This is an optimization exercise on Yosys and OpenROAD, whose aim is small area and a short achievable clock period, not a production implementation.
Only simulation tests tie the RTL to the original design; equivalence was not proved.
Power is estimated from default activity; no workload was simulated.

===== flow/config.mk =====
export PLATFORM = sky130hd
export DESIGN_NAME = arrmul
export DESIGN_NICKNAME = arrmul
export VERILOG_FILES = /design/flow/design.v
export SDC_FILE = /design/flow/constraint.sdc
export NUM_CORES = 4
export LEC_CHECK = 0
export CAP_MARGIN = 20
export CORE_MARGIN = 2
export CORE_UTILIZATION = 40
export SLEW_MARGIN = 20
export SYNTH_HIERARCHICAL = 1

===== flow/constraint.sdc =====
create_clock -name core_clock -period 15.0 [get_ports {clk}]
set_input_delay 3.0000 -clock core_clock [delete_from_list [all_inputs] [get_ports {clk}]]
set_output_delay 3.0000 -clock core_clock [all_outputs]
set_load 0.01 [all_outputs]

===== flow/design.v =====
package arrmul_pkg;
  typedef enum logic [1:0] {w8 = 2'd0, w16 = 2'd1, w32 = 2'd2, w64 = 2'd3} ww_e;
  localparam logic [4:0] aluadd    = 5'h00;
  localparam logic [4:0] aluwmuleu = 5'h10;
  localparam logic [4:0] aluwmulou = 5'h11;
  localparam logic [4:0] aluwmules = 5'h12;
  localparam logic [4:0] aluwmulos = 5'h13;
  function automatic logic is_wmul(input logic [4:0] op);
    is_wmul = op == aluwmuleu || op == aluwmulou || op == aluwmules || op == aluwmulos;
  endfunction
endpackage
module mul_fa (
  input  logic a,
  input  logic b,
  input  logic c,
  output logic s,
  output logic co
);
  assign s = a ^ b ^ c;
  assign co = (a & b) | (a & c) | (b & c);
endmodule
module mul_ha (
  input  logic a,
  input  logic b,
  output logic s,
  output logic co
);
  assign s = a ^ b;
  assign co = a & b;
endmodule
module mul_gp (
  input  logic gh,
  input  logic ph,
  input  logic gl,
  input  logic pl,
  output logic g,
  output logic p
);
  assign g = gh | (ph & gl);
  assign p = ph & pl;
endmodule
module mul_gp0 (
  input  logic gh,
  input  logic ph,
  input  logic gl,
  output logic g
);
  assign g = gh | (ph & gl);
endmodule
module mul16_lane (
  input  logic [31:0] xa,
  input  logic [31:0] xb,
  input  logic        sel_e,     
  input  logic        sel_o,     
  input  logic        sel_e16,   
  input  logic        sel_e8,    
  input  logic        sel_o16,   
  input  logic        sel_o8,    
  input  logic        valid,     
  input  logic        sv,        
  input  logic        s8,        
  input  logic        s16,       
  output logic [31:0] p
);
  logic [15:0] a, b, ag, bg;
  assign a[15:8] = ({8{sel_e}} & xa[31:24]) | ({8{sel_o16}} & xa[15:8]) | ({8{sel_o8}} & xa[23:16]);
  assign a[7:0] = ({8{sel_o}} & xa[7:0]) | ({8{sel_e16}} & xa[23:16]) | ({8{sel_e8}} & xa[15:8]);
  assign b[15:8] = {8{valid}} & (({8{sel_e}} & xb[31:24]) | ({8{sel_o16}} & xb[15:8]) | ({8{sel_o8}} & xb[23:16]));
  assign b[7:0] = {8{valid}} & (({8{sel_o}} & xb[7:0]) | ({8{sel_e16}} & xb[23:16]) | ({8{sel_e8}} & xb[15:8]));
  assign ag = {8'h00, ({8{sel_o16}} & xa[7:0]) | ({8{sel_e16}} & xa[23:16])};
  assign bg = {8'h00, {8{valid}} & (({8{sel_o16}} & xb[7:0]) | ({8{sel_e16}} & xb[23:16]))};
  logic pp1, pp2, pp3, pp4, pp5, pp6, pp7, pp8, pp9, pp10, pp11, pp12, pp13, pp14, pp15, pp16;
  logic pp17, pp18, pp19, pp20, pp21, pp22, pp23, pp24, pp25, pp26, pp27, pp28, pp29, pp30, pp31, pp32;
  logic pp33, pp34, pp35, pp36, pp37, pp38, pp39, pp40, pp41, pp42, pp43, pp44, pp45, pp46, pp47, pp48;
  logic pp49, pp50, pp51, pp52, pp53, pp54, pp55, pp56, pp57, pp58, pp59, pp60, pp61, pp62, pp63, pp64;
  logic pp65, pp66, pp67, pp68, pp69, pp70, pp71, pp72, pp73, pp74, pp75, pp76, pp77, pp78, pp79, pp80;
  logic pp81, pp82, pp83, pp84, pp85, pp86, pp87, pp88, pp89, pp90, pp91, pp92, pp93, pp94, pp95, pp96;
  logic pp97, pp98, pp99, pp100, pp101, pp102, pp103, pp104, pp105, pp106, pp107, pp108, pp109, pp110, pp111, pp112;
  logic pp113, pp114, pp115, pp116, pp117, pp118, pp119, pp120, pp121, pp122, pp123, pp124, pp125, pp126, pp127, pp128;
  logic pp129, pp130, pp131, pp132, pp133, pp134, pp135, pp136, pp137, pp138, pp139, pp140, pp141, pp142, pp143, pp144;
  logic pp145, pp146, pp147, pp148, pp149, pp150, pp151, pp152, pp153, pp154, pp155, pp156, pp157, pp158, pp159, pp160;
  logic pp161, pp162, pp163, pp164, pp165, pp166, pp167, pp168, pp169, pp170, pp171, pp172, pp173, pp174, pp175, pp176;
  logic pp177, pp178, pp179, pp180, pp181, pp182, pp183, pp184, pp185, pp186, pp187, pp188, pp189, pp190, pp191, pp192;
  logic pp193, pp194, pp195, pp196, pp197, pp198, pp199, pp200, pp201, pp202, pp203, pp204, pp205, pp206, pp207, pp208;
  logic pp209, pp210, pp211, pp212, pp213, pp214, pp215, pp216, pp217, pp218, pp219, pp220, pp221, pp222, pp223, pp224;
  logic pp225, pp226, pp227, pp228, pp229, pp230, pp231, pp232, pp233, pp234, pp235, pp236, pp237, pp238, pp239, pp240;
  logic pp241, pp242, pp243, pp244, pp245, pp246, pp247, pp248, pp249, pp250, pp251, pp252, pp253, pp254, pp255, pp256;
  logic s257, c258, s259, c260, s261, c262, s263, c264, s265, c266, s267, c268, s269, c270, s271, c272;
  logic s273, c274, s275, c276, s277, c278, s279, c280, s281, c282, s283, c284, s285, c286, s287, c288;
  logic s289, c290, s291, c292, s293, c294, s295, c296, s297, c298, s299, c300, s301, c302, s303, c304;
  logic s305, c306, s307, c308, s309, c310, s311, c312, s313, c314, s315, c316, s317, c318, s319, c320;
  logic s321, c322, s323, c324, s325, c326, s327, c328, s329, c330, s331, c332, s333, c334, s335, c336;
  logic s337, c338, s339, c340, s341, c342, s343, c344, s345, c346, s347, c348, s349, c350, s351, c352;
  logic s353, c354, s355, c356, s357, c358, s359, c360, s361, c362, s363, c364, s365, c366, s367, c368;
  logic s369, c370, s371, c372, s373, c374, s375, c376, s377, c378, s379, c380, s381, c382, s383, c384;
  logic s385, c386, s387, c388, s389, c390, s391, c392, s393, c394, s395, c396, s397, c398, s399, c400;
  logic s401, c402, s403, c404, s405, c406, s407, c408, s409, c410, s411, c412, s413, c414, s415, c416;
  logic s417, c418, s419, c420, s421, c422, s423, c424, s425, c426, s427, c428, s429, c430, s431, c432;
  logic s433, c434, s435, c436, s437, c438, s439, c440, s441, c442, s443, c444, s445, c446, s447, c448;
  logic s449, c450, s451, c452, s453, c454, s455, c456, s457, c458, s459, c460, s461, c462, s463, c464;
  logic s465, c466, s467, c468, s469, c470, s471, c472, s473, c474, s475, c476, s477, c478, s479, c480;
  logic s481, c482, s483, c484, s485, c486, s487, c488, s489, c490, s491, c492, s493, c494, s495, c496;
  logic s497, c498, s499, c500, s501, c502, s503, c504, s505, c506, s507, c508, s509, c510, s511, c512;
  logic s513, c514, s515, c516, s517, c518, s519, c520, s521, c522, s523, c524, s525, c526, s527, c528;
  logic s529, c530, s531, c532, s533, c534, s535, c536, s537, c538, s539, c540, s541, c542, s543, c544;
  logic s545, c546, s547, c548, s549, c550, s551, c552, s553, c554, s555, c556, s557, c558, s559, c560;
  logic s561, c562, s563, c564, s565, c566, s567, c568, s569, c570, s571, c572, s573, c574, s575, c576;
  logic s577, c578, s579, c580, s581, c582, s583, c584, s585, c586, s587, c588, s589, c590, s591, c592;
  logic s593, c594, s595, c596, s597, c598, s599, c600, s601, c602, s603, c604, s605, c606, s607, c608;
  logic s609, c610, s611, c612, s613, c614, s615, c616, s617, c618, s619, c620, s621, c622, s623, c624;
  logic s625, c626, s627, c628, s629, c630, s631, c632, s633, c634, s635, c636, s637, c638, s639, c640;
  logic s641, c642, s643, c644, s645, c646, s647, c648, s649, c650, s651, c652, s653, c654, s655, c656;
  logic s657, c658, s659, c660, s661, c662, s663, c664, s665, c666, s667, c668, s669, c670, s671, c672;
  logic s673, c674, s675, c676, s677, c678, s679, c680, s681, c682, s683, c684, s685, c686, s687, c688;
  logic s689, c690, s691, c692, g693, p694, g695, p696, g697, p698, g699, p700, g701, p702, g703, p704;
  logic g705, p706, g707, p708, g709, p710, g711, p712, g713, p714, g715, p716, g717, p718, g719, p720;
  logic g721, p722, g723, p724, g725, p726, g727, p728, g729, p730, g731, p732, g733, p734, g735, p736;
  logic g737, p738, g739, p740, g741, p742, g743, p744, g745, p746, g747, p748, g749, p750, g751, p752;
  logic G753, P754, G755, P756, G757, P758, G759, P760, G761, P762, G763, P764, G765, P766, G767, P768;
  logic G769, P770, G771, P772, G773, P774, G775, P776, G777, P778, G779, P780, G781, P782, G783, P784;
  logic G785, P786, G787, P788, G789, P790, G791, P792, G793, P794, G795, P796, G797, P798, G799, P800;
  logic G801, P802, G803, P804, G805, P806, G807, P808, G809, P810, G811, P812, G813, P814, G815, P816;
  logic G817, P818, G819, P820, G821, P822, G823, P824, G825, P826, G827, P828, G829, P830, G831, P832;
  logic G833, P834, G835, P836, G837, P838, G839, P840, G841, P842, G843, P844, G845, P846, G847, P848;
  logic G849, P850, G851, P852, G853, P854, G855, P856, G857, P858, G859, P860, G861, P862, G863, P864;
  logic G865, P866, G867, P868, G869, P870, G871, P872, G873, P874, G875, P876;
  assign pp1 = (a[0] & b[0]);
  assign pp2 = (a[0] & b[1]);
  assign pp3 = (a[0] & b[2]);
  assign pp4 = (a[0] & b[3]);
  assign pp5 = (a[0] & b[4]);
  assign pp6 = (a[0] & b[5]);
  assign pp7 = (a[0] & b[6]);
  assign pp8 = ((a[0] & b[7]) ^ s8);
  assign pp9 = (ag[0] & b[8]);
  assign pp10 = (ag[0] & b[9]);
  assign pp11 = (ag[0] & b[10]);
  assign pp12 = (ag[0] & b[11]);
  assign pp13 = (ag[0] & b[12]);
  assign pp14 = (ag[0] & b[13]);
  assign pp15 = (ag[0] & b[14]);
  assign pp16 = ((ag[0] & b[15]) ^ s16);
  assign pp17 = (a[1] & b[0]);
  assign pp18 = (a[1] & b[1]);
  assign pp19 = (a[1] & b[2]);
  assign pp20 = (a[1] & b[3]);
  assign pp21 = (a[1] & b[4]);
  assign pp22 = (a[1] & b[5]);
  assign pp23 = (a[1] & b[6]);
  assign pp24 = ((a[1] & b[7]) ^ s8);
  assign pp25 = (ag[1] & b[8]);
  assign pp26 = (ag[1] & b[9]);
  assign pp27 = (ag[1] & b[10]);
  assign pp28 = (ag[1] & b[11]);
  assign pp29 = (ag[1] & b[12]);
  assign pp30 = (ag[1] & b[13]);
  assign pp31 = (ag[1] & b[14]);
  assign pp32 = ((ag[1] & b[15]) ^ s16);
  assign pp33 = (a[2] & b[0]);
  assign pp34 = (a[2] & b[1]);
  assign pp35 = (a[2] & b[2]);
  assign pp36 = (a[2] & b[3]);
  assign pp37 = (a[2] & b[4]);
  assign pp38 = (a[2] & b[5]);
  assign pp39 = (a[2] & b[6]);
  assign pp40 = ((a[2] & b[7]) ^ s8);
  assign pp41 = (ag[2] & b[8]);
  assign pp42 = (ag[2] & b[9]);
  assign pp43 = (ag[2] & b[10]);
  assign pp44 = (ag[2] & b[11]);
  assign pp45 = (ag[2] & b[12]);
  assign pp46 = (ag[2] & b[13]);
  assign pp47 = (ag[2] & b[14]);
  assign pp48 = ((ag[2] & b[15]) ^ s16);
  assign pp49 = (a[3] & b[0]);
  assign pp50 = (a[3] & b[1]);
  assign pp51 = (a[3] & b[2]);
  assign pp52 = (a[3] & b[3]);
  assign pp53 = (a[3] & b[4]);
  assign pp54 = (a[3] & b[5]);
  assign pp55 = (a[3] & b[6]);
  assign pp56 = ((a[3] & b[7]) ^ s8);
  assign pp57 = (ag[3] & b[8]);
  assign pp58 = (ag[3] & b[9]);
  assign pp59 = (ag[3] & b[10]);
  assign pp60 = (ag[3] & b[11]);
  assign pp61 = (ag[3] & b[12]);
  assign pp62 = (ag[3] & b[13]);
  assign pp63 = (ag[3] & b[14]);
  assign pp64 = ((ag[3] & b[15]) ^ s16);
  assign pp65 = (a[4] & b[0]);
  assign pp66 = (a[4] & b[1]);
  assign pp67 = (a[4] & b[2]);
  assign pp68 = (a[4] & b[3]);
  assign pp69 = (a[4] & b[4]);
  assign pp70 = (a[4] & b[5]);
  assign pp71 = (a[4] & b[6]);
  assign pp72 = ((a[4] & b[7]) ^ s8);
  assign pp73 = (ag[4] & b[8]);
  assign pp74 = (ag[4] & b[9]);
  assign pp75 = (ag[4] & b[10]);
  assign pp76 = (ag[4] & b[11]);
  assign pp77 = (ag[4] & b[12]);
  assign pp78 = (ag[4] & b[13]);
  assign pp79 = (ag[4] & b[14]);
  assign pp80 = ((ag[4] & b[15]) ^ s16);
  assign pp81 = (a[5] & b[0]);
  assign pp82 = (a[5] & b[1]);
  assign pp83 = (a[5] & b[2]);
  assign pp84 = (a[5] & b[3]);
  assign pp85 = (a[5] & b[4]);
  assign pp86 = (a[5] & b[5]);
  assign pp87 = (a[5] & b[6]);
  assign pp88 = ((a[5] & b[7]) ^ s8);
  assign pp89 = (ag[5] & b[8]);
  assign pp90 = (ag[5] & b[9]);
  assign pp91 = (ag[5] & b[10]);
  assign pp92 = (ag[5] & b[11]);
  assign pp93 = (ag[5] & b[12]);
  assign pp94 = (ag[5] & b[13]);
  assign pp95 = (ag[5] & b[14]);
  assign pp96 = ((ag[5] & b[15]) ^ s16);
  assign pp97 = (a[6] & b[0]);
  assign pp98 = (a[6] & b[1]);
  assign pp99 = (a[6] & b[2]);
  assign pp100 = (a[6] & b[3]);
  assign pp101 = (a[6] & b[4]);
  assign pp102 = (a[6] & b[5]);
  assign pp103 = (a[6] & b[6]);
  assign pp104 = ((a[6] & b[7]) ^ s8);
  assign pp105 = (ag[6] & b[8]);
  assign pp106 = (ag[6] & b[9]);
  assign pp107 = (ag[6] & b[10]);
  assign pp108 = (ag[6] & b[11]);
  assign pp109 = (ag[6] & b[12]);
  assign pp110 = (ag[6] & b[13]);
  assign pp111 = (ag[6] & b[14]);
  assign pp112 = ((ag[6] & b[15]) ^ s16);
  assign pp113 = ((a[7] & b[0]) ^ s8);
  assign pp114 = ((a[7] & b[1]) ^ s8);
  assign pp115 = ((a[7] & b[2]) ^ s8);
  assign pp116 = ((a[7] & b[3]) ^ s8);
  assign pp117 = ((a[7] & b[4]) ^ s8);
  assign pp118 = ((a[7] & b[5]) ^ s8);
  assign pp119 = ((a[7] & b[6]) ^ s8);
  assign pp120 = (a[7] & b[7]);
  assign pp121 = (ag[7] & b[8]);
  assign pp122 = (ag[7] & b[9]);
  assign pp123 = (ag[7] & b[10]);
  assign pp124 = (ag[7] & b[11]);
  assign pp125 = (ag[7] & b[12]);
  assign pp126 = (ag[7] & b[13]);
  assign pp127 = (ag[7] & b[14]);
  assign pp128 = ((ag[7] & b[15]) ^ s16);
  assign pp129 = (a[8] & bg[0]);
  assign pp130 = (a[8] & bg[1]);
  assign pp131 = (a[8] & bg[2]);
  assign pp132 = (a[8] & bg[3]);
  assign pp133 = (a[8] & bg[4]);
  assign pp134 = (a[8] & bg[5]);
  assign pp135 = (a[8] & bg[6]);
  assign pp136 = (a[8] & bg[7]);
  assign pp137 = (a[8] & b[8]);
  assign pp138 = (a[8] & b[9]);
  assign pp139 = (a[8] & b[10]);
  assign pp140 = (a[8] & b[11]);
  assign pp141 = (a[8] & b[12]);
  assign pp142 = (a[8] & b[13]);
  assign pp143 = (a[8] & b[14]);
  assign pp144 = ((a[8] & b[15]) ^ sv);
  assign pp145 = (a[9] & bg[0]);
  assign pp146 = (a[9] & bg[1]);
  assign pp147 = (a[9] & bg[2]);
  assign pp148 = (a[9] & bg[3]);
  assign pp149 = (a[9] & bg[4]);
  assign pp150 = (a[9] & bg[5]);
  assign pp151 = (a[9] & bg[6]);
  assign pp152 = (a[9] & bg[7]);
  assign pp153 = (a[9] & b[8]);
  assign pp154 = (a[9] & b[9]);
  assign pp155 = (a[9] & b[10]);
  assign pp156 = (a[9] & b[11]);
  assign pp157 = (a[9] & b[12]);
  assign pp158 = (a[9] & b[13]);
  assign pp159 = (a[9] & b[14]);
  assign pp160 = ((a[9] & b[15]) ^ sv);
  assign pp161 = (a[10] & bg[0]);
  assign pp162 = (a[10] & bg[1]);
  assign pp163 = (a[10] & bg[2]);
  assign pp164 = (a[10] & bg[3]);
  assign pp165 = (a[10] & bg[4]);
  assign pp166 = (a[10] & bg[5]);
  assign pp167 = (a[10] & bg[6]);
  assign pp168 = (a[10] & bg[7]);
  assign pp169 = (a[10] & b[8]);
  assign pp170 = (a[10] & b[9]);
  assign pp171 = (a[10] & b[10]);
  assign pp172 = (a[10] & b[11]);
  assign pp173 = (a[10] & b[12]);
  assign pp174 = (a[10] & b[13]);
  assign pp175 = (a[10] & b[14]);
  assign pp176 = ((a[10] & b[15]) ^ sv);
  assign pp177 = (a[11] & bg[0]);
  assign pp178 = (a[11] & bg[1]);
  assign pp179 = (a[11] & bg[2]);
  assign pp180 = (a[11] & bg[3]);
  assign pp181 = (a[11] & bg[4]);
  assign pp182 = (a[11] & bg[5]);
  assign pp183 = (a[11] & bg[6]);
  assign pp184 = (a[11] & bg[7]);
  assign pp185 = (a[11] & b[8]);
  assign pp186 = (a[11] & b[9]);
  assign pp187 = (a[11] & b[10]);
  assign pp188 = (a[11] & b[11]);
  assign pp189 = (a[11] & b[12]);
  assign pp190 = (a[11] & b[13]);
  assign pp191 = (a[11] & b[14]);
  assign pp192 = ((a[11] & b[15]) ^ sv);
  assign pp193 = (a[12] & bg[0]);
  assign pp194 = (a[12] & bg[1]);
  assign pp195 = (a[12] & bg[2]);
  assign pp196 = (a[12] & bg[3]);
  assign pp197 = (a[12] & bg[4]);
  assign pp198 = (a[12] & bg[5]);
  assign pp199 = (a[12] & bg[6]);
  assign pp200 = (a[12] & bg[7]);
  assign pp201 = (a[12] & b[8]);
  assign pp202 = (a[12] & b[9]);
  assign pp203 = (a[12] & b[10]);
  assign pp204 = (a[12] & b[11]);
  assign pp205 = (a[12] & b[12]);
  assign pp206 = (a[12] & b[13]);
  assign pp207 = (a[12] & b[14]);
  assign pp208 = ((a[12] & b[15]) ^ sv);
  assign pp209 = (a[13] & bg[0]);
  assign pp210 = (a[13] & bg[1]);
  assign pp211 = (a[13] & bg[2]);
  assign pp212 = (a[13] & bg[3]);
  assign pp213 = (a[13] & bg[4]);
  assign pp214 = (a[13] & bg[5]);
  assign pp215 = (a[13] & bg[6]);
  assign pp216 = (a[13] & bg[7]);
  assign pp217 = (a[13] & b[8]);
  assign pp218 = (a[13] & b[9]);
  assign pp219 = (a[13] & b[10]);
  assign pp220 = (a[13] & b[11]);
  assign pp221 = (a[13] & b[12]);
  assign pp222 = (a[13] & b[13]);
  assign pp223 = (a[13] & b[14]);
  assign pp224 = ((a[13] & b[15]) ^ sv);
  assign pp225 = (a[14] & bg[0]);
  assign pp226 = (a[14] & bg[1]);
  assign pp227 = (a[14] & bg[2]);
  assign pp228 = (a[14] & bg[3]);
  assign pp229 = (a[14] & bg[4]);
  assign pp230 = (a[14] & bg[5]);
  assign pp231 = (a[14] & bg[6]);
  assign pp232 = (a[14] & bg[7]);
  assign pp233 = (a[14] & b[8]);
  assign pp234 = (a[14] & b[9]);
  assign pp235 = (a[14] & b[10]);
  assign pp236 = (a[14] & b[11]);
  assign pp237 = (a[14] & b[12]);
  assign pp238 = (a[14] & b[13]);
  assign pp239 = (a[14] & b[14]);
  assign pp240 = ((a[14] & b[15]) ^ sv);
  assign pp241 = ((a[15] & bg[0]) ^ s16);
  assign pp242 = ((a[15] & bg[1]) ^ s16);
  assign pp243 = ((a[15] & bg[2]) ^ s16);
  assign pp244 = ((a[15] & bg[3]) ^ s16);
  assign pp245 = ((a[15] & bg[4]) ^ s16);
  assign pp246 = ((a[15] & bg[5]) ^ s16);
  assign pp247 = ((a[15] & bg[6]) ^ s16);
  assign pp248 = ((a[15] & bg[7]) ^ s16);
  assign pp249 = ((a[15] & b[8]) ^ sv);
  assign pp250 = ((a[15] & b[9]) ^ sv);
  assign pp251 = ((a[15] & b[10]) ^ sv);
  assign pp252 = ((a[15] & b[11]) ^ sv);
  assign pp253 = ((a[15] & b[12]) ^ sv);
  assign pp254 = ((a[15] & b[13]) ^ sv);
  assign pp255 = ((a[15] & b[14]) ^ sv);
  assign pp256 = (a[15] & b[15]);
  mul_ha u_s257 (.a(pp134), .b(pp14), .s(s257), .co(c258));
  mul_fa u_s259 (.a(pp105), .b(pp120), .c(pp135), .s(s259), .co(c260));
  mul_ha u_s261 (.a(pp15), .b(pp150), .s(s261), .co(c262));
  mul_fa u_s263 (.a(pp106), .b(pp121), .c(pp136), .s(s263), .co(c264));
  mul_fa u_s265 (.a(pp151), .b(pp166), .c(pp181), .s(s265), .co(c266));
  mul_ha u_s267 (.a(pp196), .b(pp211), .s(s267), .co(c268));
  mul_fa u_s269 (.a(pp107), .b(pp122), .c(pp137), .s(s269), .co(c270));
  mul_fa u_s271 (.a(pp152), .b(pp167), .c(pp182), .s(s271), .co(c272));
  mul_fa u_s273 (.a(pp197), .b(pp212), .c(pp227), .s(s273), .co(c274));
  mul_fa u_s275 (.a(pp108), .b(pp123), .c(pp138), .s(s275), .co(c276));
  mul_fa u_s277 (.a(pp153), .b(pp168), .c(pp183), .s(s277), .co(c278));
  mul_fa u_s279 (.a(pp109), .b(pp124), .c(pp139), .s(s279), .co(c280));
  mul_ha u_s281 (.a(pp129), .b(pp39), .s(s281), .co(c282));
  mul_fa u_s283 (.a(pp10), .b(pp100), .c(pp130), .s(s283), .co(c284));
  mul_fa u_s285 (.a(pp101), .b(pp11), .c(pp131), .s(s285), .co(c286));
  mul_ha u_s287 (.a(pp146), .b(pp161), .s(s287), .co(c288));
  mul_fa u_s289 (.a(pp102), .b(pp12), .c(pp132), .s(s289), .co(c290));
  mul_fa u_s291 (.a(pp147), .b(pp162), .c(pp177), .s(s291), .co(c292));
  mul_ha u_s293 (.a(pp27), .b(pp42), .s(s293), .co(c294));
  mul_fa u_s295 (.a(pp103), .b(pp13), .c(pp133), .s(s295), .co(c296));
  mul_fa u_s297 (.a(pp148), .b(pp163), .c(pp178), .s(s297), .co(c298));
  mul_fa u_s299 (.a(pp193), .b(pp28), .c(pp43), .s(s299), .co(c300));
  mul_ha u_s301 (.a(pp58), .b(pp73), .s(s301), .co(c302));
  mul_fa u_s303 (.a(pp149), .b(pp164), .c(pp179), .s(s303), .co(c304));
  mul_fa u_s305 (.a(pp194), .b(pp209), .c(pp29), .s(s305), .co(c306));
  mul_fa u_s307 (.a(pp44), .b(pp59), .c(pp74), .s(s307), .co(c308));
  mul_fa u_s309 (.a(pp89), .b(pp104), .c(pp119), .s(s309), .co(c310));
  mul_fa u_s311 (.a(pp165), .b(pp180), .c(pp195), .s(s311), .co(c312));
  mul_fa u_s313 (.a(pp210), .b(pp225), .c(pp30), .s(s313), .co(c314));
  mul_fa u_s315 (.a(pp45), .b(pp60), .c(pp75), .s(s315), .co(c316));
  mul_fa u_s317 (.a(pp90), .b(c258), .c(s261), .s(s317), .co(c318));
  mul_fa u_s319 (.a(pp226), .b(pp31), .c(pp46), .s(s319), .co(c320));
  mul_fa u_s321 (.a(pp61), .b(pp76), .c(pp91), .s(s321), .co(c322));
  mul_fa u_s323 (.a(pp16), .b(pp241), .c(c262), .s(s323), .co(c324));
  mul_fa u_s325 (.a(s267), .b(c260), .c(s263), .s(s325), .co(c326));
  mul_fa u_s327 (.a(pp47), .b(pp62), .c(pp77), .s(s327), .co(c328));
  mul_fa u_s329 (.a(pp92), .b(s16), .c(pp242), .s(s329), .co(c330));
  mul_fa u_s331 (.a(pp32), .b(c268), .c(c264), .s(s331), .co(c332));
  mul_fa u_s333 (.a(c266), .b(s269), .c(s271), .s(s333), .co(c334));
  mul_fa u_s335 (.a(pp198), .b(pp213), .c(pp228), .s(s335), .co(c336));
  mul_fa u_s337 (.a(pp63), .b(pp78), .c(pp93), .s(s337), .co(c338));
  mul_fa u_s339 (.a(pp243), .b(pp48), .c(c270), .s(s339), .co(c340));
  mul_fa u_s341 (.a(c272), .b(c274), .c(s275), .s(s341), .co(c342));
  mul_fa u_s343 (.a(pp154), .b(pp169), .c(pp184), .s(s343), .co(c344));
  mul_fa u_s345 (.a(pp199), .b(pp214), .c(pp229), .s(s345), .co(c346));
  mul_fa u_s347 (.a(pp79), .b(pp94), .c(pp244), .s(s347), .co(c348));
  mul_fa u_s349 (.a(pp64), .b(c276), .c(c278), .s(s349), .co(c350));
  mul_fa u_s351 (.a(pp110), .b(pp125), .c(pp140), .s(s351), .co(c352));
  mul_fa u_s353 (.a(pp155), .b(pp170), .c(pp185), .s(s353), .co(c354));
  mul_fa u_s355 (.a(pp200), .b(pp215), .c(pp230), .s(s355), .co(c356));
  mul_fa u_s357 (.a(pp95), .b(pp245), .c(pp80), .s(s357), .co(c358));
  mul_fa u_s359 (.a(pp111), .b(pp126), .c(pp141), .s(s359), .co(c360));
  mul_fa u_s361 (.a(pp156), .b(pp171), .c(pp186), .s(s361), .co(c362));
  mul_fa u_s363 (.a(pp201), .b(pp216), .c(pp231), .s(s363), .co(c364));
  mul_fa u_s365 (.a(pp127), .b(pp142), .c(pp157), .s(s365), .co(c366));
  mul_fa u_s367 (.a(pp172), .b(pp187), .c(pp202), .s(s367), .co(c368));
  mul_fa u_s369 (.a(pp143), .b(pp158), .c(pp173), .s(s369), .co(c370));
  mul_ha u_s371 (.a(pp22), .b(pp37), .s(s371), .co(c372));
  mul_fa u_s373 (.a(pp23), .b(pp38), .c(pp53), .s(s373), .co(c374));
  mul_ha u_s375 (.a(pp68), .b(pp83), .s(s375), .co(c376));
  mul_fa u_s377 (.a(pp54), .b(pp69), .c(pp84), .s(s377), .co(c378));
  mul_fa u_s379 (.a(pp9), .b(pp99), .c(s8), .s(s379), .co(c380));
  mul_ha u_s381 (.a(pp114), .b(pp24), .s(s381), .co(c382));
  mul_fa u_s383 (.a(pp145), .b(pp25), .c(pp55), .s(s383), .co(c384));
  mul_fa u_s385 (.a(pp70), .b(pp85), .c(pp115), .s(s385), .co(c386));
  mul_fa u_s387 (.a(pp40), .b(c282), .c(s283), .s(s387), .co(c388));
  mul_fa u_s389 (.a(pp26), .b(pp41), .c(pp71), .s(s389), .co(c390));
  mul_fa u_s391 (.a(pp86), .b(pp116), .c(pp56), .s(s391), .co(c392));
  mul_fa u_s393 (.a(s287), .b(c284), .c(s285), .s(s393), .co(c394));
  mul_fa u_s395 (.a(pp57), .b(pp87), .c(pp117), .s(s395), .co(c396));
  mul_fa u_s397 (.a(pp72), .b(c288), .c(s293), .s(s397), .co(c398));
  mul_fa u_s399 (.a(c286), .b(s289), .c(s291), .s(s399), .co(c400));
  mul_fa u_s401 (.a(pp118), .b(pp88), .c(c294), .s(s401), .co(c402));
  mul_fa u_s403 (.a(s301), .b(c290), .c(c292), .s(s403), .co(c404));
  mul_fa u_s405 (.a(s295), .b(s297), .c(s299), .s(s405), .co(c406));
  mul_fa u_s407 (.a(c302), .b(s257), .c(c296), .s(s407), .co(c408));
  mul_fa u_s409 (.a(c298), .b(c300), .c(s303), .s(s409), .co(c410));
  mul_fa u_s411 (.a(s305), .b(s307), .c(s309), .s(s411), .co(c412));
  mul_fa u_s413 (.a(c304), .b(c306), .c(c308), .s(s413), .co(c414));
  mul_fa u_s415 (.a(s259), .b(s311), .c(s313), .s(s415), .co(c416));
  mul_fa u_s417 (.a(s315), .b(c310), .c(s317), .s(s417), .co(c418));
  mul_fa u_s419 (.a(c312), .b(c314), .c(c316), .s(s419), .co(c420));
  mul_fa u_s421 (.a(s265), .b(s319), .c(s321), .s(s421), .co(c422));
  mul_fa u_s423 (.a(c318), .b(s323), .c(s325), .s(s423), .co(c424));
  mul_fa u_s425 (.a(c320), .b(c322), .c(s273), .s(s425), .co(c426));
  mul_fa u_s427 (.a(s327), .b(c324), .c(s329), .s(s427), .co(c428));
  mul_fa u_s429 (.a(c326), .b(s331), .c(s333), .s(s429), .co(c430));
  mul_fa u_s431 (.a(c328), .b(s277), .c(s335), .s(s431), .co(c432));
  mul_fa u_s433 (.a(s337), .b(c330), .c(c332), .s(s433), .co(c434));
  mul_fa u_s435 (.a(c334), .b(s339), .c(s341), .s(s435), .co(c436));
  mul_fa u_s437 (.a(c336), .b(c338), .c(s279), .s(s437), .co(c438));
  mul_fa u_s439 (.a(s343), .b(s345), .c(s347), .s(s439), .co(c440));
  mul_fa u_s441 (.a(c340), .b(c342), .c(s349), .s(s441), .co(c442));
  mul_fa u_s443 (.a(c280), .b(c344), .c(c346), .s(s443), .co(c444));
  mul_fa u_s445 (.a(s351), .b(s353), .c(s355), .s(s445), .co(c446));
  mul_fa u_s447 (.a(c348), .b(s357), .c(c350), .s(s447), .co(c448));
  mul_fa u_s449 (.a(pp246), .b(pp96), .c(c352), .s(s449), .co(c450));
  mul_fa u_s451 (.a(c354), .b(c356), .c(s359), .s(s451), .co(c452));
  mul_fa u_s453 (.a(s361), .b(s363), .c(c358), .s(s453), .co(c454));
  mul_fa u_s455 (.a(pp217), .b(pp232), .c(pp112), .s(s455), .co(c456));
  mul_fa u_s457 (.a(pp247), .b(c360), .c(c362), .s(s457), .co(c458));
  mul_fa u_s459 (.a(c364), .b(s365), .c(s367), .s(s459), .co(c460));
  mul_fa u_s461 (.a(pp188), .b(pp203), .c(pp218), .s(s461), .co(c462));
  mul_fa u_s463 (.a(pp233), .b(pp128), .c(pp248), .s(s463), .co(c464));
  mul_fa u_s465 (.a(c366), .b(c368), .c(s369), .s(s465), .co(c466));
  mul_fa u_s467 (.a(pp159), .b(pp174), .c(pp189), .s(s467), .co(c468));
  mul_fa u_s469 (.a(pp204), .b(pp219), .c(pp234), .s(s469), .co(c470));
  mul_fa u_s471 (.a(pp144), .b(pp249), .c(c370), .s(s471), .co(c472));
  mul_fa u_s473 (.a(pp175), .b(pp190), .c(pp205), .s(s473), .co(c474));
  mul_fa u_s475 (.a(pp220), .b(pp235), .c(s8), .s(s475), .co(c476));
  mul_ha u_s477 (.a(pp160), .b(pp250), .s(s477), .co(c478));
  mul_fa u_s479 (.a(pp191), .b(pp206), .c(pp221), .s(s479), .co(c480));
  mul_ha u_s481 (.a(pp236), .b(pp176), .s(s481), .co(c482));
  mul_ha u_s483 (.a(pp207), .b(pp222), .s(s483), .co(c484));
  mul_ha u_s485 (.a(pp20), .b(pp35), .s(s485), .co(c486));
  mul_fa u_s487 (.a(pp21), .b(pp36), .c(pp51), .s(s487), .co(c488));
  mul_ha u_s489 (.a(pp6), .b(pp66), .s(s489), .co(c490));
  mul_fa u_s491 (.a(pp52), .b(pp67), .c(pp7), .s(s491), .co(c492));
  mul_fa u_s493 (.a(pp82), .b(pp97), .c(s371), .s(s493), .co(c494));
  mul_fa u_s495 (.a(pp98), .b(pp113), .c(pp8), .s(s495), .co(c496));
  mul_fa u_s497 (.a(c372), .b(s375), .c(s373), .s(s497), .co(c498));
  mul_fa u_s499 (.a(c376), .b(s281), .c(c374), .s(s499), .co(c500));
  mul_fa u_s501 (.a(s381), .b(s377), .c(s379), .s(s501), .co(c502));
  mul_fa u_s503 (.a(c382), .b(c378), .c(s383), .s(s503), .co(c504));
  mul_fa u_s505 (.a(c380), .b(s385), .c(s387), .s(s505), .co(c506));
  mul_fa u_s507 (.a(c384), .b(s389), .c(c386), .s(s507), .co(c508));
  mul_fa u_s509 (.a(s391), .b(c388), .c(s393), .s(s509), .co(c510));
  mul_fa u_s511 (.a(c390), .b(c392), .c(s395), .s(s511), .co(c512));
  mul_fa u_s513 (.a(s397), .b(c394), .c(s399), .s(s513), .co(c514));
  mul_fa u_s515 (.a(c396), .b(c398), .c(s401), .s(s515), .co(c516));
  mul_fa u_s517 (.a(c400), .b(s403), .c(s405), .s(s517), .co(c518));
  mul_fa u_s519 (.a(c402), .b(c404), .c(c406), .s(s519), .co(c520));
  mul_fa u_s521 (.a(s407), .b(s409), .c(s411), .s(s521), .co(c522));
  mul_fa u_s523 (.a(c408), .b(c410), .c(s413), .s(s523), .co(c524));
  mul_fa u_s525 (.a(s415), .b(c412), .c(s417), .s(s525), .co(c526));
  mul_fa u_s527 (.a(c414), .b(c416), .c(s419), .s(s527), .co(c528));
  mul_fa u_s529 (.a(s421), .b(c418), .c(s423), .s(s529), .co(c530));
  mul_fa u_s531 (.a(c420), .b(c422), .c(s425), .s(s531), .co(c532));
  mul_fa u_s533 (.a(s427), .b(c424), .c(s429), .s(s533), .co(c534));
  mul_fa u_s535 (.a(c426), .b(s431), .c(c428), .s(s535), .co(c536));
  mul_fa u_s537 (.a(s433), .b(c430), .c(s435), .s(s537), .co(c538));
  mul_fa u_s539 (.a(c432), .b(s437), .c(s439), .s(s539), .co(c540));
  mul_fa u_s541 (.a(c434), .b(c436), .c(s441), .s(s541), .co(c542));
  mul_fa u_s543 (.a(c438), .b(s443), .c(s445), .s(s543), .co(c544));
  mul_fa u_s545 (.a(c440), .b(c442), .c(s447), .s(s545), .co(c546));
  mul_fa u_s547 (.a(c444), .b(c446), .c(s449), .s(s547), .co(c548));
  mul_fa u_s549 (.a(s451), .b(s453), .c(c448), .s(s549), .co(c550));
  mul_fa u_s551 (.a(s455), .b(c450), .c(c452), .s(s551), .co(c552));
  mul_fa u_s553 (.a(s457), .b(c454), .c(s459), .s(s553), .co(c554));
  mul_fa u_s555 (.a(s461), .b(c456), .c(s463), .s(s555), .co(c556));
  mul_fa u_s557 (.a(c458), .b(c460), .c(s465), .s(s557), .co(c558));
  mul_fa u_s559 (.a(c462), .b(s467), .c(s469), .s(s559), .co(c560));
  mul_fa u_s561 (.a(c464), .b(c466), .c(s471), .s(s561), .co(c562));
  mul_fa u_s563 (.a(c468), .b(c470), .c(s477), .s(s563), .co(c564));
  mul_fa u_s565 (.a(s473), .b(s475), .c(c472), .s(s565), .co(c566));
  mul_fa u_s567 (.a(pp251), .b(c478), .c(c474), .s(s567), .co(c568));
  mul_fa u_s569 (.a(s481), .b(s479), .c(c476), .s(s569), .co(c570));
  mul_fa u_s571 (.a(pp237), .b(pp192), .c(pp252), .s(s571), .co(c572));
  mul_fa u_s573 (.a(s483), .b(c482), .c(c480), .s(s573), .co(c574));
  mul_fa u_s575 (.a(pp223), .b(pp238), .c(pp208), .s(s575), .co(c576));
  mul_ha u_s577 (.a(pp253), .b(c484), .s(s577), .co(c578));
  mul_ha u_s579 (.a(pp239), .b(pp224), .s(s579), .co(c580));
  mul_ha u_s581 (.a(pp19), .b(pp34), .s(s581), .co(c582));
  mul_fa u_s583 (.a(pp5), .b(pp50), .c(pp65), .s(s583), .co(c584));
  mul_fa u_s585 (.a(pp81), .b(c486), .c(s489), .s(s585), .co(c586));
  mul_fa u_s587 (.a(c490), .b(c488), .c(s491), .s(s587), .co(c588));
  mul_fa u_s589 (.a(c492), .b(s495), .c(c494), .s(s589), .co(c590));
  mul_fa u_s591 (.a(c496), .b(c498), .c(s499), .s(s591), .co(c592));
  mul_fa u_s593 (.a(c500), .b(s503), .c(c502), .s(s593), .co(c594));
  mul_fa u_s595 (.a(c504), .b(s507), .c(c506), .s(s595), .co(c596));
  mul_fa u_s597 (.a(c508), .b(s511), .c(c510), .s(s597), .co(c598));
  mul_fa u_s599 (.a(c512), .b(s515), .c(c514), .s(s599), .co(c600));
  mul_fa u_s601 (.a(c516), .b(c518), .c(s519), .s(s601), .co(c602));
  mul_fa u_s603 (.a(c520), .b(s523), .c(c522), .s(s603), .co(c604));
  mul_fa u_s605 (.a(c524), .b(s527), .c(c526), .s(s605), .co(c606));
  mul_fa u_s607 (.a(c528), .b(s531), .c(c530), .s(s607), .co(c608));
  mul_fa u_s609 (.a(c532), .b(s535), .c(c534), .s(s609), .co(c610));
  mul_fa u_s611 (.a(c536), .b(s539), .c(c538), .s(s611), .co(c612));
  mul_fa u_s613 (.a(s543), .b(c540), .c(c542), .s(s613), .co(c614));
  mul_fa u_s615 (.a(c544), .b(s547), .c(s549), .s(s615), .co(c616));
  mul_fa u_s617 (.a(c548), .b(s551), .c(s553), .s(s617), .co(c618));
  mul_fa u_s619 (.a(s555), .b(c552), .c(c554), .s(s619), .co(c620));
  mul_fa u_s621 (.a(s559), .b(c556), .c(c558), .s(s621), .co(c622));
  mul_fa u_s623 (.a(c560), .b(s563), .c(c562), .s(s623), .co(c624));
  mul_fa u_s625 (.a(c564), .b(s567), .c(s569), .s(s625), .co(c626));
  mul_fa u_s627 (.a(s571), .b(c568), .c(s573), .s(s627), .co(c628));
  mul_fa u_s629 (.a(s577), .b(c572), .c(s575), .s(s629), .co(c630));
  mul_fa u_s631 (.a(pp254), .b(s579), .c(c578), .s(s631), .co(c632));
  mul_ha u_s633 (.a(pp240), .b(pp255), .s(s633), .co(c634));
  mul_ha u_s635 (.a(pp18), .b(pp3), .s(s635), .co(c636));
  mul_fa u_s637 (.a(pp4), .b(pp49), .c(s581), .s(s637), .co(c638));
  mul_fa u_s639 (.a(c582), .b(s485), .c(s583), .s(s639), .co(c640));
  mul_fa u_s641 (.a(c584), .b(s487), .c(s585), .s(s641), .co(c642));
  mul_fa u_s643 (.a(c586), .b(s493), .c(s587), .s(s643), .co(c644));
  mul_fa u_s645 (.a(c588), .b(s497), .c(s589), .s(s645), .co(c646));
  mul_fa u_s647 (.a(s501), .b(c590), .c(s591), .s(s647), .co(c648));
  mul_fa u_s649 (.a(c592), .b(s505), .c(s593), .s(s649), .co(c650));
  mul_fa u_s651 (.a(c594), .b(s509), .c(s595), .s(s651), .co(c652));
  mul_fa u_s653 (.a(s513), .b(c596), .c(s597), .s(s653), .co(c654));
  mul_fa u_s655 (.a(s517), .b(c598), .c(s599), .s(s655), .co(c656));
  mul_fa u_s657 (.a(s521), .b(c600), .c(s601), .s(s657), .co(c658));
  mul_fa u_s659 (.a(s525), .b(c602), .c(s603), .s(s659), .co(c660));
  mul_fa u_s661 (.a(c604), .b(s529), .c(s605), .s(s661), .co(c662));
  mul_fa u_s663 (.a(s533), .b(c606), .c(s607), .s(s663), .co(c664));
  mul_fa u_s665 (.a(s537), .b(c608), .c(s609), .s(s665), .co(c666));
  mul_fa u_s667 (.a(s541), .b(c610), .c(s611), .s(s667), .co(c668));
  mul_fa u_s669 (.a(s545), .b(c612), .c(s613), .s(s669), .co(c670));
  mul_fa u_s671 (.a(c546), .b(c614), .c(s615), .s(s671), .co(c672));
  mul_fa u_s673 (.a(c550), .b(s617), .c(c616), .s(s673), .co(c674));
  mul_fa u_s675 (.a(s557), .b(c618), .c(s619), .s(s675), .co(c676));
  mul_fa u_s677 (.a(s561), .b(c620), .c(s621), .s(s677), .co(c678));
  mul_fa u_s679 (.a(s565), .b(c622), .c(s623), .s(s679), .co(c680));
  mul_fa u_s681 (.a(c566), .b(s625), .c(c624), .s(s681), .co(c682));
  mul_fa u_s683 (.a(c570), .b(s627), .c(c626), .s(s683), .co(c684));
  mul_fa u_s685 (.a(c574), .b(s629), .c(c628), .s(s685), .co(c686));
  mul_fa u_s687 (.a(c576), .b(s631), .c(c630), .s(s687), .co(c688));
  mul_fa u_s689 (.a(c580), .b(s633), .c(c632), .s(s689), .co(c690));
  mul_ha u_s691 (.a(pp256), .b(c634), .s(s691), .co(c692));
  mul_ha u_p694 (.a(pp17), .b(pp2), .s(p694), .co(g693));
  mul_ha u_p696 (.a(s635), .b(pp33), .s(p696), .co(g695));
  mul_ha u_p698 (.a(c636), .b(s637), .s(p698), .co(g697));
  mul_ha u_p700 (.a(c638), .b(s639), .s(p700), .co(g699));
  mul_ha u_p702 (.a(c640), .b(s641), .s(p702), .co(g701));
  mul_ha u_p704 (.a(c642), .b(s643), .s(p704), .co(g703));
  mul_ha u_p706 (.a(c644), .b(s645), .s(p706), .co(g705));
  mul_ha u_p708 (.a(c646), .b(s647), .s(p708), .co(g707));
  mul_ha u_p710 (.a(c648), .b(s649), .s(p710), .co(g709));
  mul_ha u_p712 (.a(c650), .b(s651), .s(p712), .co(g711));
  mul_ha u_p714 (.a(c652), .b(s653), .s(p714), .co(g713));
  mul_ha u_p716 (.a(c654), .b(s655), .s(p716), .co(g715));
  mul_ha u_p718 (.a(c656), .b(s657), .s(p718), .co(g717));
  mul_ha u_p720 (.a(c658), .b(s659), .s(p720), .co(g719));
  mul_ha u_p722 (.a(c660), .b(s661), .s(p722), .co(g721));
  mul_ha u_p724 (.a(c662), .b(s663), .s(p724), .co(g723));
  mul_ha u_p726 (.a(c664), .b(s665), .s(p726), .co(g725));
  mul_ha u_p728 (.a(c666), .b(s667), .s(p728), .co(g727));
  mul_ha u_p730 (.a(c668), .b(s669), .s(p730), .co(g729));
  mul_ha u_p732 (.a(c670), .b(s671), .s(p732), .co(g731));
  mul_ha u_p734 (.a(c672), .b(s673), .s(p734), .co(g733));
  mul_ha u_p736 (.a(c674), .b(s675), .s(p736), .co(g735));
  mul_ha u_p738 (.a(c676), .b(s677), .s(p738), .co(g737));
  mul_ha u_p740 (.a(c678), .b(s679), .s(p740), .co(g739));
  mul_ha u_p742 (.a(c680), .b(s681), .s(p742), .co(g741));
  mul_ha u_p744 (.a(c682), .b(s683), .s(p744), .co(g743));
  mul_ha u_p746 (.a(c684), .b(s685), .s(p746), .co(g745));
  mul_ha u_p748 (.a(c686), .b(s687), .s(p748), .co(g747));
  mul_ha u_p750 (.a(c688), .b(s689), .s(p750), .co(g749));
  mul_ha u_p752 (.a(c690), .b(s691), .s(p752), .co(g751));
  mul_gp0 u_G753 (.gh(g693), .ph(p694), .gl(1'b0), .g(G753));
  mul_gp0 u_G755 (.gh(g695), .ph(p696), .gl(G753), .g(G755));
  mul_gp0 u_G757 (.gh(g697), .ph(p698), .gl(G755), .g(G757));
  mul_gp0 u_G759 (.gh(g699), .ph(p700), .gl(G757), .g(G759));
  mul_gp0 u_G761 (.gh(g701), .ph(p702), .gl(G759), .g(G761));
  mul_gp0 u_G763 (.gh(g703), .ph(p704), .gl(G761), .g(G763));
  mul_gp0 u_G765 (.gh(g705), .ph(p706), .gl(G763), .g(G765));
  mul_gp0 u_G767 (.gh(g707), .ph(p708), .gl(G765), .g(G767));
  mul_gp0 u_G769 (.gh(g709), .ph(p710), .gl(G767), .g(G769));
  mul_gp0 u_G771 (.gh(g711), .ph(p712), .gl(G769), .g(G771));
  mul_gp0 u_G773 (.gh(g713), .ph(p714), .gl(G771), .g(G773));
  mul_gp0 u_G775 (.gh(g715), .ph(p716), .gl(G773), .g(G775));
  mul_gp0 u_G777 (.gh(g717), .ph(p718), .gl(G775), .g(G777));
  mul_gp0 u_G779 (.gh(g719), .ph(p720), .gl(G777), .g(G779));
  mul_gp0 u_G781 (.gh(g721), .ph(p722), .gl(G779), .g(G781));
  mul_gp0 u_G783 (.gh(g723), .ph(p724), .gl(G781), .g(G783));
  mul_gp0 u_G785 (.gh(g725), .ph(p726), .gl(G783), .g(G785));
  mul_gp0 u_G787 (.gh(g727), .ph(p728), .gl(G785), .g(G787));
  mul_gp u_G789 (.gh(g729), .ph(p730), .gl(g727), .pl(p728), .g(G789), .p(P790));
  mul_gp0 u_G791 (.gh(G789), .ph(P790), .gl(G785), .g(G791));
  mul_gp u_G793 (.gh(g731), .ph(p732), .gl(G789), .pl(P790), .g(G793), .p(P794));
  mul_gp0 u_G795 (.gh(G793), .ph(P794), .gl(G785), .g(G795));
  mul_gp u_G797 (.gh(g733), .ph(p734), .gl(G793), .pl(P794), .g(G797), .p(P798));
  mul_gp0 u_G799 (.gh(G797), .ph(P798), .gl(G785), .g(G799));
  mul_gp u_G801 (.gh(g735), .ph(p736), .gl(g733), .pl(p734), .g(G801), .p(P802));
  mul_gp u_G803 (.gh(G801), .ph(P802), .gl(G793), .pl(P794), .g(G803), .p(P804));
  mul_gp0 u_G805 (.gh(G803), .ph(P804), .gl(G785), .g(G805));
  mul_gp u_G807 (.gh(g737), .ph(p738), .gl(G801), .pl(P802), .g(G807), .p(P808));
  mul_gp u_G809 (.gh(G807), .ph(P808), .gl(G793), .pl(P794), .g(G809), .p(P810));
  mul_gp0 u_G811 (.gh(G809), .ph(P810), .gl(G785), .g(G811));
  mul_gp u_G813 (.gh(g739), .ph(p740), .gl(g737), .pl(p738), .g(G813), .p(P814));
  mul_gp u_G815 (.gh(G813), .ph(P814), .gl(G801), .pl(P802), .g(G815), .p(P816));
  mul_gp u_G817 (.gh(G815), .ph(P816), .gl(G793), .pl(P794), .g(G817), .p(P818));
  mul_gp0 u_G819 (.gh(G817), .ph(P818), .gl(G785), .g(G819));
  mul_gp u_G821 (.gh(g741), .ph(p742), .gl(G813), .pl(P814), .g(G821), .p(P822));
  mul_gp u_G823 (.gh(G821), .ph(P822), .gl(G801), .pl(P802), .g(G823), .p(P824));
  mul_gp u_G825 (.gh(G823), .ph(P824), .gl(G793), .pl(P794), .g(G825), .p(P826));
  mul_gp0 u_G827 (.gh(G825), .ph(P826), .gl(G785), .g(G827));
  mul_gp u_G829 (.gh(g743), .ph(p744), .gl(G821), .pl(P822), .g(G829), .p(P830));
  mul_gp u_G831 (.gh(G829), .ph(P830), .gl(G801), .pl(P802), .g(G831), .p(P832));
  mul_gp u_G833 (.gh(G831), .ph(P832), .gl(G793), .pl(P794), .g(G833), .p(P834));
  mul_gp0 u_G835 (.gh(G833), .ph(P834), .gl(G785), .g(G835));
  mul_gp u_G837 (.gh(g745), .ph(p746), .gl(g743), .pl(p744), .g(G837), .p(P838));
  mul_gp u_G839 (.gh(G837), .ph(P838), .gl(G821), .pl(P822), .g(G839), .p(P840));
  mul_gp u_G841 (.gh(G839), .ph(P840), .gl(G801), .pl(P802), .g(G841), .p(P842));
  mul_gp u_G843 (.gh(G841), .ph(P842), .gl(G793), .pl(P794), .g(G843), .p(P844));
  mul_gp0 u_G845 (.gh(G843), .ph(P844), .gl(G785), .g(G845));
  mul_gp u_G847 (.gh(g747), .ph(p748), .gl(G837), .pl(P838), .g(G847), .p(P848));
  mul_gp u_G849 (.gh(G847), .ph(P848), .gl(G821), .pl(P822), .g(G849), .p(P850));
  mul_gp u_G851 (.gh(G849), .ph(P850), .gl(G801), .pl(P802), .g(G851), .p(P852));
  mul_gp u_G853 (.gh(G851), .ph(P852), .gl(G793), .pl(P794), .g(G853), .p(P854));
  mul_gp0 u_G855 (.gh(G853), .ph(P854), .gl(G785), .g(G855));
  mul_gp u_G857 (.gh(g749), .ph(p750), .gl(G847), .pl(P848), .g(G857), .p(P858));
  mul_gp u_G859 (.gh(G857), .ph(P858), .gl(G821), .pl(P822), .g(G859), .p(P860));
  mul_gp u_G861 (.gh(G859), .ph(P860), .gl(G801), .pl(P802), .g(G861), .p(P862));
  mul_gp u_G863 (.gh(G861), .ph(P862), .gl(G793), .pl(P794), .g(G863), .p(P864));
  mul_gp0 u_G865 (.gh(G863), .ph(P864), .gl(G785), .g(G865));
  mul_gp u_G867 (.gh(g751), .ph(p752), .gl(G857), .pl(P858), .g(G867), .p(P868));
  mul_gp u_G869 (.gh(G867), .ph(P868), .gl(G821), .pl(P822), .g(G869), .p(P870));
  mul_gp u_G871 (.gh(G869), .ph(P870), .gl(G801), .pl(P802), .g(G871), .p(P872));
  mul_gp u_G873 (.gh(G871), .ph(P872), .gl(G793), .pl(P794), .g(G873), .p(P874));
  mul_gp0 u_G875 (.gh(G873), .ph(P874), .gl(G785), .g(G875));
  assign p = {(c692 ^ sv) ^ G875, p752 ^ G865, p750 ^ G855, p748 ^ G845, p746 ^ G835, p744 ^ G827, p742 ^ G819, p740 ^ G811, p738 ^ G805, p736 ^ G799, p734 ^ G795, p732 ^ G791, p730 ^ G787, p728 ^ G785, p726 ^ G783, p724 ^ G781, (p722 ^ s8) ^ G779, p720 ^ G777, p718 ^ G775, p716 ^ G773, p714 ^ G771, p712 ^ G769, p710 ^ G767, p708 ^ G765, p706 ^ G763, p704 ^ G761, p702 ^ G759, p700 ^ G757, p698 ^ G755, p696 ^ G753, p694 ^ 1'b0, pp1};
endmodule
module arrmul (
  input  logic         clk,
  input  logic         reset,
  input  logic [0:127] reg_A,
  input  logic [0:127] reg_B,
  input  logic [0:1]   ctrl_ww,
  input  logic [0:4]   alu_op,
  output logic [0:127] result
);
  logic        mul, w8, w16, sgn, odd, valid;
  logic        sel_e, sel_o, sel_e16, sel_e8, sel_o16, sel_o8, sv, s8, s16;
  logic [31:0] prod [4];
  logic [0:127] nxt;
  assign mul = alu_op[0:2] == 3'b100;   
  assign w8 = ctrl_ww == arrmul_pkg::w8;
  assign w16 = ctrl_ww == arrmul_pkg::w16;
  assign sgn = alu_op[3];
  assign odd = alu_op[4];
  assign sel_e = ~odd;
  assign sel_o = odd;
  assign sel_e16 = ~odd & ctrl_ww[1];
  assign sel_e8 = ~odd & ~ctrl_ww[1];
  assign sel_o16 = odd & ctrl_ww[1];
  assign sel_o8 = odd & ~ctrl_ww[1];
  assign valid = mul & (w8 | w16);
  assign sv = mul & sgn & (w8 | w16);
  assign s8 = mul & sgn & w8;
  assign s16 = mul & sgn & w16;
  for (genvar k = 0; k < 4; k++) begin : g_lane
    mul16_lane u_mul (
      .xa(reg_A[32*k +: 32]), .xb(reg_B[32*k +: 32]),
      .sel_e(sel_e), .sel_o(sel_o), .sel_e16(sel_e16), .sel_e8(sel_e8), .sel_o16(sel_o16), .sel_o8(sel_o8),
      .valid(valid), .sv(sv), .s8(s8), .s16(s16), .p(prod[k])
    );
  end
  assign nxt = {prod[0], prod[1], prod[2], prod[3]};
  always_ff @(posedge clk or negedge reset) begin
    if (!reset) result <= '0;
    else result <= nxt;
  end
endmodule

===== flow/flow/run.sh =====
#!/bin/bash
# Standard ORFS layout with extra make settings from flow/make_args.txt (one VAR=value per
# line): the port buffers' cell and timing-repair margins. make's full output goes to make.log.
set -euo pipefail
args=()
while IFS= read -r line; do
  [[ -z "$line" || "$line" == \#* ]] && continue
  args+=("$line")
done < flow/make_args.txt
bash standard.sh "${args[@]}" finish > make.log 2>&1

===== flow/flow/make_args.txt =====
BUFFER_PORTS_ARGS=-buffer_cell sky130_fd_sc_hd__buf_1
SETUP_SLACK_MARGIN=5

===== flow/standard.sh =====
#!/bin/bash
# synth_recipe.tcl (not shown) runs the flow's synth.tcl, then flattens the netlist and writes it again
# the make line also repeats each setting of config.mk as NAME=value (left out here)
make -C /OpenROAD-flow-scripts/flow DESIGN_CONFIG=/design/flow/config.mk WORK_HOME=/design/flow/orfs CLKGATE_MAP_FILE= SYNTH_SCRIPT=/design/flow/synth_recipe.tcl "${@:-finish}"

==> summary.md, run 1 <==
| Metric | Value |
|---|---|
| Clock Tree Root | clkbuf_16 |
| CP startpoint | alu_op[4] |
| Top sig layer | met5 |
| Overall Power | 0.00141 W |
| Final worst setup slack | 5.15 ns |
| Average size of a mapped cell | 10.4 um^2 |
| Initial DRT Pass Iterations | 11 |
| TNS Setup | 0 ns |
| Pin count of the biggest net entering global routing | 145 |
| RePlAce Congestion | 0.966 |
| Status | finished with violations |
| Max FFs per register | 128 |
| Post-DR wirelength/cell | 23.6 um |
| Placed instance count | 4,806 |
| RSZ-0062 raised after global routing | yes |
| Biggest regs | result (128) |
| Top FF cell, synth | dfrtp_1 |
| I/O Pins | 393 |
| Worst min-delay path class | primary input to async pin |
| Async set or reset register ratio after synthesis | 100% |
| Filler instances | 8,306 |
| Count leader, synth | nor2_1 |
| Critical path, cell by cell | clkbuf_4 > buf_12 > nor2_4 > buf_6 > a222oi_1 > nand2b_1 > nor2_1 > fa_1 > fa_1 > fa_1 > fa_1 > fa_1 > ha_1 > a21o_1 > a21o_1 > a21o_1 > a21o_1 > a21o_1 > a21o_1 > a21o_1 > a21o_1 > a21o_1 > xnor2_1 > xnor2_1 |
| Synth warnings | 8 |
| Design area | 38,200 um^2 |
| Critical Path AT | 10.22 ns |
| Antenna violations before repair | 2 |
| Top post-synthesis cells by count | nor2_1 (842), fa_1 (788), a21o_1 (248), xor2_1 (224), ha_1 (204) |
| Hold Fails Final Rpt | 0 |
| Chip Width | 298 um |
| Port buffer count | 392 |
| Met2 WL post-DR | 53.5 mm |
| Via count | 27,900 |
| Post-detail-place hpwl | 88.6 mm |
| CTS tree | done |
| Synth Instances | 3,337 |
| Crit-path max cell delay | 0.51 ns |
| Die Area | 89,000 um^2 |
| Pwr dens | 37.0 nW/um^2 |
| Slowest CP cell | fa_1 |
| Wire length on met3 | 10.3 mm |
| Worst relative slew slack | -3.71% |
| Period utilisation layout | 65.7% |
| Post-DRT Antenna Nets | 0 |
| Top delay family on crit path | adder cells |
| Final global-route overflow total | 0 |
| Most frequent CP cell | a21o_1 |
| Post-Route M1 WL | 45.8 mm |
| Post-place setup slack | 3.92 ns |
| Area contributors post-synth | fa_1 (46%), dfrtp_1 (9.2%), nor2_1 (9.1%), ha_1 (7.4%), xor2_1 (5.7%) |
| Area grow syn2layout | 10.3% |
| Initial Util | 40.5% |
| Register area share after synthesis | 9.25% |
| Worst setup SP type | primary input |
| Row count | 107 |
| Die height | 298 um |
| Clock Path Buffers | 2 |
| Number of CTS-inserted buffers | 17 |
| Actual slew at the worst max-slew pin | 1.56 ns |
| WS Path Type | primary input to flip-flop |
| Vias per std cell | 5.75 |
| Detailed Route WL | 115 mm |
| Layout cells sized above 1 | 4.69% |
| H-tree level count | 4 |
| Biggest register | result |
| DRT iter0 DRCs | 3,479 |
| Synthesized area | 34,600 um^2 |
| Worst ir drop on vdd | 94.3 uV |
| Core area | 85,500 um^2 |
| Critical path data required time | 15.36 ns |
| Clock sinks | 128 |
| Synth cell types | 26 |
| Layout Cells excl Fill | 4,857 |
| Fin nets | 4,957 |
| CTS Hold Bufs | 0 |
| Syn_nets | 4,594 |
| Fail Reasons | max-capacitance violations, max-slew violations |
| Flop and latch count out of synthesis | 128 |
| Max-slew violation count | 18 |
| Setup crit end kind | flip-flop |
| Max_cap viols | 1 |
| DRC | 0 |
| Dpl cell area | 37,500 um^2 |
| Leakage | 22.3 nW |
| Max Clk Rate | 101 MHz |
| Setup Viol. Count Final | 0 |
| Top cell type's share of synthesized area | 45.5% |
| Number of diodes | 0 |
| Crit-path max FO | 55 |
| Buf/Inv on CP | 3 |
| Post-synth EDFFs | 0 |
| Vias in the first global route | 30,200 |
| GR Util All Layers | 26.2% |
| Reg clk slew, reported paths | 0.07 ns |
| First-pass GRT wire length | 178 mm |
| Dominant cell type by area after synthesis | fa_1 |
| Minimum clock period | 9.85 ns |
[through the flow]
step                hold slack (ns)  util, %
finish                         2.42     44.7
global route                   2.42     44.7
CTS                            2.39     44.5
detailed placement             2.96     43.8
global placement               2.96     43.8
floorplan                      2.70        -
[repair_timing]
item,in CTS,in global routing
cloned,3,2
resized for setup,3,7
pin swaps,3,7
setup endpoints to repair,42,55
setup buffers,3,8
[worst max path at each step]
stage	end	cells after the start
2_1_floorplan	result[0]	23
3_3_place_gp	result[0]	24
3_5_place_dp	result[0]	24
4_1_cts	result[0]	24
5_1_grt	result[0]	24
6_report	result[0]	24
[Yosys stat by module (local to each module, per instance)]
| module | copies in the design | cells inside | flops+latches | area [um^2] |
|---|---|---|---|---|
| mul_fa | 788 | 1 | 0 | 20.0 |
| mul16_lane | 4 | 458 | 0 | 2590 |
| mul_gp | 128 | 2 | 0 | 13.8 |
| mul_gp0 | 120 | 1 | 0 | 7.51 |
| mul_ha | 204 | 1 | 0 | 12.5 |
| arrmul | 1 | 137 | 128 | 3270 |
[power breakdown]
group / internal (W) / leakage [nW] / switching (W) / total [W]
Combinational: 0.000194 / 20.3 / 0.000376 / 0.000570
Sequential: 0.000375 / 1.74 / 0.0000145 / 0.000389
Clock: 0.000246 / 0.274 / 0.000209 / 0.000455
[metal layers]
layer / up-vias / global-route usage, %
met5: - / 0
met4: 2 / 11.2
met3: 291 / 5.31
met2: 1580 / 41.9
met1: 14200 / 34.7
li1: 11900 / -
[cells in the final DEF (no fill, tap or decap), types with 17 or more instances in the layout]
master and count:
a21o_1 248, a222oi_1 128, a22o_1 64, and2_1 128
buf_1 389, buf_4 113, clkbuf_16 17, dfrtp_1 128
fa_1 788, ha_1 204, nand2_1 64, nand2b_1 60
nand3b_1 64, nor2_1 840, nor3_1 120, xnor2_1 80
xor2_1 224
[area by class of cell]
| cell class | count | area [um^2] | area share (%) |
|---|---|---|---|
| Multi-Input combinational cell | 3029 | 30500 | 79.8 |
| Sequential cell | 128 | 3200 | 8.38 |
| Timing Repair Buffer | 519 | 2480 | 6.48 |
| Tap cell | 1144 | 1430 | 3.75 |
| Clock buffer | 18 | 429 | 1.12 |
| Clock inverter | 14 | 156 | 0.409 |
| Inverter | 5 | 18.8 | 0.0491 |
[logic make-up (layout without fill, tap and decap cells)]
group                      after synthesis  count (layout)  share of synthesized area [%]
other                                    4               4                         0.0433
and+or+nand+nor                       1284            1289                           16.5
DFF                                    128             128                           9.25
AOI/OAI and AO/OA                      440             440                           10.7
xor gates and xnor gates               304             304                           7.69
adders and majority gates              992             992                           52.9
buffers and inverters                  185             556                           2.92
==> inputs of run 2 (changes only) <==
==> flow/flow/make_args.txt (replaced) <==
BUFFER_PORTS_ARGS=-buffer_cell sky130_fd_sc_hd__buf_1
SETUP_SLACK_MARGIN=5
SKIP_GATE_CLONING=1
==> summary.md, run 2 <==
| Metric | Value |
|---|---|
| RePlAce Congestion | 0.966 (unchanged) |
| Area contributors post-synth | fa_1 (46%), dfrtp_1 (9.2%), nor2_1 (9.1%), ha_1 (7.4%), xor2_1 (5.7%) |
| Clock Path Buffers | 2 (unchanged) |
| Pwr dens | 36.9 nW/um^2 (-0.15%) |
| Period utilisation layout | 65.6% (-0.088 points) |
| H-tree level count | 4 (unchanged) |
| Row count | 107 (unchanged) |
| Sw Pwr | 0.000598 W (-0.26%) |
| Placed instance count | 4,806 (unchanged) |
| Biggest register | result |
| Average size of a mapped cell | 10.4 um^2 (unchanged) |
| Dominant cell type by area after synthesis | fa_1 |
| Actual slew at the worst max-slew pin | 0.933 ns (-0.623 ns) |
| Top post-synthesis cells by count | nor2_1 (842), fa_1 (788), a21o_1 (248), xor2_1 (224), ha_1 (204) |
| Max FFs per register | 128 (unchanged) |
| Simple-Gate Fraction of Synth Area | 16.5% (unchanged) |
| Critical path data required time | 15.36 ns (about the same) |
| Core area | 85,500 um^2 (unchanged) |
| Initial DRT Pass Iterations | 12 (+1) |
| Leakage | 22.3 nW (+0.11%) |
| Clock Tree Root | clkbuf_16 |
| Top sig layer | met5 |
| Syn_nets | 4,594 (unchanged) |
| Layout cells sized above 1 | 4.71% (+0.026 points) |
| Register area share after synthesis | 9.25% (unchanged) |
| Setup Viol. Count Final | 0 (unchanged) |
| Gate power share | 40.3% (about the same) |
| TNS Setup | 0 ns (unchanged) |
| Minimum clock period | 9.84 ns (-0.0131 ns) |
| Crit-path max FO | 96 (+75%) |
| Max_cap viols | 0 (-1) |
| Post-Route M1 WL | 45.1 mm (-1.5%) |
| Final global-route overflow total | 0 (unchanged) |
| Sequential Area | 3200 um^2 (unchanged) |
| Post-synthesis mux area share | 0% (unchanged) |
| RSZ-0062 raised after global routing | no |
| CTS Hold Bufs | 0 (unchanged) |
| Die height | 298 um (unchanged) |
| Most frequent CP cell | a21o_1 |
| Reg power frac | 27.5% (about the same) |
| Crit-path max cell delay | 0.74 ns (+0.23 ns) |
| Setup crit end kind | flip-flop |
| Buf/Inv on CP | 3 (unchanged) |
| Most frequent cells in the layout | nor2_1 (840), fa_1 (788), buf_1 (390) |
| Antenna violations before repair | 2 (unchanged) |
| Synth Instances | 3,337 (unchanged) |
| Post-DRT Antenna Nets | 0 (unchanged) |
| Reg clk slew, reported paths | 0.07 ns (about the same) |
| Worst min-delay path class | primary input to async pin |
| Layout Cells excl Fill | 4,858 (+0.021%) |
| Switch share | 42.3% (-0.12 points) |
| Post-detail-place hpwl | 88.6 mm (unchanged) |
| Synth Area in Adders | 52.9% (unchanged) |
| Status | finished clean |
| GR Util All Layers | 26.2% (-0.030 points) |
| Post-synth EDFFs | 0 (unchanged) |
| Critical Path AT | 10.20 ns (-0.02 ns) |
| I/O Pins | 393 (unchanged) |
| First-pass GRT wire length | 178 mm (-0.14%) |
| Async set or reset register ratio after synthesis | 100% (unchanged) |
| WS Path Type | primary input to flip-flop |
| Worst relative slew slack | 37.8% (+41 points) |
| Commonest non-fill, non-tap cell in the layout | nor2_1 |
| Synth cell types | 26 (unchanged) |
| Count leader, synth | nor2_1 |
| Filler instances | 8,292 (-0.17%) |
| Wire length on met3 | 10.6 mm (+2.5%) |
| Flop and latch count out of synthesis | 128 (unchanged) |
| Detailed Route WL | 114 mm (-0.54%) |
| Number of diodes | 0 (unchanged) |
| Vias in the first global route | 30,200 (-0.12%) |
## run 2: cell count changes in the layout (fill, tap and decap cells not counted), sizes merged
cell / change
and2: -2
and3b: -1
buf: +7
clkbuf: -1
nor2: -1
nor2b: -1
## run 2: timing repair
action                     in CTS  in global routing
pin swaps                       2                  5
setup endpoints to repair      42                 54
gates resized for setup         3                  6
setup buffers                   6                 11
## run 2: per-module statistics from Yosys, one instance, submodules excluded
module	flip-flops and latches	copies in the design
mul_ha	0	204
mul_gp0	0	120
mul_fa	0	788
arrmul	128	1
mul16_lane	0	4
mul_gp	0	128
## run 2: per-stage QoR
step	hold WS, ns	instance area (um^2)	power [W]
2_1_floorplan	2.70	34600	0.000711
3_3_place_gp	2.96	37400	0.000946
3_5_place_dp	2.96	37500	0.000945
4_1_cts	2.39	38100	0.00143
5_1_grt	2.42	38300	0.00150
6_report	2.42	38300	0.00141
## run 2: kinds of logic after synthesis
family	Yosys count
simple gates	1284
fa+ha+maj	992
flops	128
other cells	4
xor+xnor	304
buf+inv	185
compound gates	440
## run 2: power groups by stage
stage               combinational (W)  clock [W]  sequential (W)
detailed placement           0.000549          0        0.000396
floorplan                    0.000305          0        0.000406
CTS                          0.000558   0.000477        0.000390
global route                 0.000614   0.000490        0.000392
finish                       0.000570   0.000455        0.000389
global placement             0.000548          0        0.000397
## run 2: path summary, 6_finish.rpt
| check | startpoint | end | slack (ns) | cells after the start |
|---|---|---|---|---|
| worst max-delay path | alu_op[4] | result[32] | 5.16 | 25 |
| worst min-delay path | reset | result[17] | 2.42 | 1 |
| max in group asynchronous | reset | result[75] | 11.37 | 2 |
| min in group core_clock | reg_A[119] | result[127] | 2.92 | 3 |
## run 2: area by class of cell
type | count | area share [%]
inverter | 5 | 0.0490
multi-input combinational | 3024 | 79.6
clock inverter | 14 | 0.409
tap | 1144 | 3.74
clock buffer | 18 | 1.12
sequential | 128 | 8.37
timing repair buffer | 525 | 6.73
## run 2: metal layers
metal / vias to the layer above / global-route usage [%]
met4: 2 / 11.0
met3: 258 / 5.48
li1: 11900 / -
met1: 14100 / 34.6
met2: 1555 / 41.8
met5: - / 0

==> separate check: timing with driven ports <==
In the flow no input, the clock included, has a driving cell. The finished layouts below were timed again as built, in two steps. Step 1 sets driving cells, clkbuf_16 on the clock port and buf_2 on the other inputs (assumed; they add their load-dependent delay and slew). Step 2 also shifts input and output timing later by t, the mid clock arrival at the registers, as if the neighbouring blocks saw the same clock. a / b / c = ideal ports / drivers / drivers and shift; a / b = the first two.
| run | t, ns | setup WS [ns] |
|---|---|---|
| run 1 | 0.571 | 5.145 / 5.178 / 4.607 |
| run 2 | 0.569 | 5.158 / 5.184 / 4.615 |
